Background: an optimization exercise with open tools, aiming at small area. Do not read the settings as production practice. Function was checked by simulation only, so behaviour that the tests miss may differ from the original. Power and IR drop assume default switching activity.

==> run a <==
==> flow/design.v <==
module regfile_wb #(
    parameter int DATA_W = 32
) (
    input  logic              clk,
    input  logic              rst,
    input  logic              we,
    input  logic [4:0]        waddr,
    input  logic [DATA_W-1:0] wdata,
    input  logic [4:0]        raddr1,
    input  logic [4:0]        raddr2,
    output logic [DATA_W-1:0] rdata1,
    output logic [DATA_W-1:0] rdata2,
    output logic [15:0]       wr_count,
    output logic [4:0]        last_waddr
);
    logic [DATA_W-1:0] regs [1:31];
    logic [DATA_W-1:0] regs_d [1:31];
    logic [31:1]       valid;
    logic              commit;
    logic [31:1]       wsel, wsel_n;
    assign commit = we && (waddr != 5'd0);
    always_comb begin
        for (int i = 1; i < 32; i++) begin
            wsel[i]   = commit && (waddr == 5'(i));
            wsel_n[i] = !we || (waddr != 5'(i));
        end
    end
    for (genvar i = 1; i < 32; i++) begin : g_row
        for (genvar b = 0; b < DATA_W; b++) begin : g_bit
            regfile_wb_hold u_hold (
                .wr(wsel[i]), .keep(wsel_n[i]), .wdata(wdata[b]), .q(regs[i][b]), .d(regs_d[i][b])
            );
        end
    end
    always_ff @(posedge clk) begin
        for (int i = 1; i < 32; i++) regs[i] <= regs_d[i];
    end
    always_ff @(posedge clk) begin
        if (rst) begin
            valid      <= '0;
            wr_count   <= '0;
            last_waddr <= '0;
        end else begin
            valid <= valid | wsel;
            if (commit) begin
                wr_count   <= wr_count + 16'd1;
                last_waddr <= waddr;
            end
        end
    end
    logic        hit1, hit2;
    logic [31:1] rsel1, rsel2;
    assign hit1 = commit && (raddr1 == waddr);
    assign hit2 = commit && (raddr2 == waddr);
    always_comb begin
        for (int i = 1; i < 32; i++) begin
            rsel1[i] = (raddr1 == 5'(i)) && valid[i] && !wsel[i];
            rsel2[i] = (raddr2 == 5'(i)) && valid[i] && !wsel[i];
        end
    end
    logic [32*DATA_W-1:0] rd_terms;
    assign rd_terms[DATA_W-1:0] = wdata;
    for (genvar i = 1; i < 32; i++) begin : g_terms
        assign rd_terms[i*DATA_W +: DATA_W] = regs[i];
    end
    regfile_wb_rdsel #(.DATA_W(DATA_W)) u_rd1 (
        .sel({rsel1, hit1}), .terms(rd_terms), .y(rdata1)
    );
    regfile_wb_rdsel #(.DATA_W(DATA_W)) u_rd2 (
        .sel({rsel2, hit2}), .terms(rd_terms), .y(rdata2)
    );
endmodule
module regfile_wb_hold (
    input  logic wr,
    input  logic keep,
    input  logic wdata,
    input  logic q,
    output logic d
);
    assign d = (wr & wdata) | (keep & q);
endmodule
module regfile_wb_ao3n (
    input  logic [2:0] sel,
    input  logic [2:0] d,
    output logic       yn
);
    assign yn = !(|(sel & d));
endmodule
module regfile_wb_ao2n (
    input  logic [1:0] sel,
    input  logic [1:0] d,
    output logic       yn
);
    assign yn = !(|(sel & d));
endmodule
module regfile_wb_rdsel #(
    parameter int DATA_W = 32
) (
    input  logic [31:0]          sel,
    input  logic [32*DATA_W-1:0] terms,
    output logic [DATA_W-1:0]    y
);
    for (genvar b = 0; b < DATA_W; b++) begin : g_bit
        logic [31:0] d;
        logic [10:0] pn;
        for (genvar t = 0; t < 32; t++) begin : g_t
            assign d[t] = terms[t*DATA_W + b];
        end
        for (genvar g = 0; g < 10; g++) begin : g_grp
            regfile_wb_ao3n u_ao (.sel(sel[3*g +: 3]), .d(d[3*g +: 3]), .yn(pn[g]));
        end
        regfile_wb_ao2n u_ao2 (.sel(sel[31:30]), .d(d[31:30]), .yn(pn[10]));
        assign y[b] = !(&pn);
    end
endmodule
==> flow/flow/run.sh <==
#!/bin/bash
# Own layout flow: the standard flow (standard synthesis unchanged), with
#  - port buffers of the smallest buffer cell instead of the delay-buffer cell
#    buffer_ports picks by default (every input and output still gets one);
#  - clock tree synthesis without dummy loads.
# The make output of the whole run goes to flow_make.log in the work folder;
# ORFS keeps each step's own log under orfs/logs/.
set -euo pipefail
export BUFFER_PORTS_ARGS="-buffer_cell sky130_fd_sc_hd__buf_1"
export CTS_ARGS="-sink_clustering_enable -repair_clock_nets -dont_use_dummy_load -sink_clustering_size 30 -sink_clustering_max_diameter 80 -buf_list {sky130_fd_sc_hd__clkbuf_4 sky130_fd_sc_hd__clkbuf_8 sky130_fd_sc_hd__clkbuf_16}"
bash standard.sh finish > flow_make.log 2>&1
==> flow/standard.sh <==
#!/bin/bash
# synth_recipe.tcl (not shown) runs the flow's synth.tcl, then flattens the netlist and writes it again
# the make line also repeats each setting of config.mk as NAME=value (left out here)
make -C /OpenROAD-flow-scripts/flow DESIGN_CONFIG=/design/flow/config.mk WORK_HOME=/design/flow/orfs CLKGATE_MAP_FILE= SYNTH_SCRIPT=/design/flow/synth_recipe.tcl "${@:-finish}"
==> flow/config.mk <==
export PLATFORM = sky130hd
export DESIGN_NAME = regfile_wb
export DESIGN_NICKNAME = regfile_wb
export VERILOG_FILES = /design/flow/design.v
export SDC_FILE = /design/flow/constraint.sdc
export NUM_CORES = 4
export LEC_CHECK = 0
export CAP_MARGIN = 20
export CORE_MARGIN = 2
export CORE_UTILIZATION = 40
export CTS_BUF_LIST = sky130_fd_sc_hd__clkbuf_4 sky130_fd_sc_hd__clkbuf_8 sky130_fd_sc_hd__clkbuf_16
export CTS_CLUSTER_DIAMETER = 80
export CTS_CLUSTER_SIZE = 30
export SLEW_MARGIN = 20
export SYNTH_HIERARCHICAL = 1
export SYNTH_MINIMUM_KEEP_SIZE = 0
==> flow/constraint.sdc <==
create_clock -name core_clock -period 7.0 [get_ports {clk}]
set_input_delay 1.4000 -clock core_clock [delete_from_list [all_inputs] [get_ports {clk}]]
set_output_delay 1.4000 -clock core_clock [all_outputs]
set_load 0.01 [all_outputs]
==> inputs of run b, as changes to run a <==
==> flow/design.v (replaced) <==
module regfile_wb #(
    parameter int DATA_W = 32,
    parameter bit BYPASS = 1'b1
) (
    input  logic              clk,
    input  logic              rst,
    input  logic              we,
    input  logic [4:0]        waddr,
    input  logic [DATA_W-1:0] wdata,
    input  logic [4:0]        raddr1,
    input  logic [4:0]        raddr2,
    output logic [DATA_W-1:0] rdata1,
    output logic [DATA_W-1:0] rdata2,
    output logic [15:0]       wr_count,
    output logic [4:0]        last_waddr
);
    logic [DATA_W-1:0] regs [32];
    logic              commit;
    assign commit = we && (waddr != 5'd0);
    always_ff @(posedge clk) begin
        if (rst) begin
            for (int i = 0; i < 32; i++) begin
                regs[i] <= '0;
            end
            wr_count   <= '0;
            last_waddr <= '0;
        end else if (commit) begin
            regs[waddr] <= wdata;
            wr_count    <= wr_count + 16'd1;
            last_waddr  <= waddr;
        end
    end
    always_comb begin
        rdata1 = regs[raddr1];
        rdata2 = regs[raddr2];
        if (BYPASS && commit && (raddr1 == waddr)) rdata1 = wdata;
        if (BYPASS && commit && (raddr2 == waddr)) rdata2 = wdata;
    end
endmodule
==> flow/run.sh (new file) <==
#!/bin/bash
# synth_recipe.tcl (not shown) runs the flow's synth.tcl, then flattens the netlist and writes it again
# the make line also repeats each setting of config.mk as NAME=value (left out here)
make -C /OpenROAD-flow-scripts/flow DESIGN_CONFIG=/design/flow/config.mk WORK_HOME=/design/flow/orfs CLKGATE_MAP_FILE= SYNTH_SCRIPT=/design/flow/synth_recipe.tcl finish
==> flow/config.mk (replaced) <==
export PLATFORM = sky130hd
export DESIGN_NAME = regfile_wb
export DESIGN_NICKNAME = regfile_wb
export VERILOG_FILES = /design/flow/design.v
export SDC_FILE = /design/flow/constraint.sdc
export NUM_CORES = 4
export LEC_CHECK = 0
export CAP_MARGIN = 20
export CORE_MARGIN = 2
export CORE_UTILIZATION = 40
export SLEW_MARGIN = 20
removed: flow/flow/run.sh
removed: flow/standard.sh
==> inputs of run c, as changes to run a <==
--- a/flow/design.v
+++ b/flow/design.v
@@ -54,8 +54,8 @@
     assign hit2 = commit && (raddr2 == waddr);
     always_comb begin
         for (int i = 1; i < 32; i++) begin
-            rsel1[i] = (raddr1 == 5'(i)) && valid[i] && !wsel[i];
-            rsel2[i] = (raddr2 == 5'(i)) && valid[i] && !wsel[i];
+            rsel1[i] = (raddr1 == 5'(i)) && valid[i] && !hit1;
+            rsel2[i] = (raddr2 == 5'(i)) && valid[i] && !hit2;
         end
     end
     logic [32*DATA_W-1:0] rd_terms;
==> flow/run.sh (new file) <==
#!/bin/bash
# synth_recipe.tcl (not shown) runs the flow's synth.tcl, then flattens the netlist and writes it again
# the make line also repeats each setting of config.mk as NAME=value (left out here)
make -C /OpenROAD-flow-scripts/flow DESIGN_CONFIG=/design/flow/config.mk WORK_HOME=/design/flow/orfs CLKGATE_MAP_FILE= SYNTH_SCRIPT=/design/flow/synth_recipe.tcl finish
==> flow/config.mk (replaced) <==
export PLATFORM = sky130hd
export DESIGN_NAME = regfile_wb
export DESIGN_NICKNAME = regfile_wb
export VERILOG_FILES = /design/flow/design.v
export SDC_FILE = /design/flow/constraint.sdc
export NUM_CORES = 4
export LEC_CHECK = 0
export CAP_MARGIN = 20
export CORE_MARGIN = 2
export CORE_UTILIZATION = 40
export SLEW_MARGIN = 20
export SYNTH_HIERARCHICAL = 1
export SYNTH_MINIMUM_KEEP_SIZE = 0
removed: flow/flow/run.sh
removed: flow/standard.sh
==> qor summary <==
metric	run b	run a	run c
Standard cell with the maximum stage delay on the critical path	sky130_fd_sc_hd__nor4_1	sky130_fd_sc_hd__nor3_4	sky130_fd_sc_hd__clkdlybuf4s50_1
Clock group power	5.80 mW	3.24 mW	6.25 mW
Buffers inserted during post-CTS setup optimization	0	0	7
Half-perimeter wire length after placement	117.0 mm	111.9 mm	117.3 mm
Clock-pin slew reported for the worst setup and hold paths after clock tree synthesis	70 ps	90 ps	60 ps
Area of the die	0.1403 mm²	0.1034 mm²	0.1036 mm²
Clock tree buffer count of the final layout	130	49	149
Post-Synthesis Mean Instance Area	15.56 µm²	11.90 µm²	11.85 µm²
Outcome	complete, no violations	complete, no violations	complete, no violations
Internal power contribution	11.25 mW	9.100 mW	11.61 mW
Drt pass-1 iters	5	17	13
Total non-filler cell area in the finished layout	0.06190 mm²	0.04532 mm²	0.05012 mm²
Non-clock buffers, area share	4.669%	4.028%	7.757%

[what the ideal ports hide]
Ports are ideal in the flow. The routed layouts listed here were re-timed in OpenROAD.
Step 1: set_driving_cell puts a clkbuf_16 on clk and a buf_2 on each other input, an assumption about the parent block.
Step 2, shift: input delay + t, output delay - t, t = (earliest + latest rising clock arrival at the registers) / 2. This alone moves slack from input paths to output paths.
a / b / c = no drivers / after step 1 / after step 2; a / b = the first two.
| run | t, ns | setup slack, ns | latest minus earliest clock arrival (ns) | worst register clock-pin slew, ns | pins driven straight from the clock port |
|---|---|---|---|---|---|
| run a | 0.722 | 0.614 / 0.588 / 0.588 | 0.105 / 0.105 | 0.12 / 0.12 | 1 |
| run b | 0.813 | 0.497 / 0.356 / 0.356 | 0.036 / 0.036 | 0.07 / 0.07 | 1 |
| run c | 0.760 | 0.052 / 0.023 / 0.023 | 0.025 / 0.026 | 0.07 / 0.07 | 1 |
After both steps setup and hold are still met in every run listed. The setup slack of run b, which loses most, moves by -0.141 ns with the drivers and by -0.141 ns with both steps.
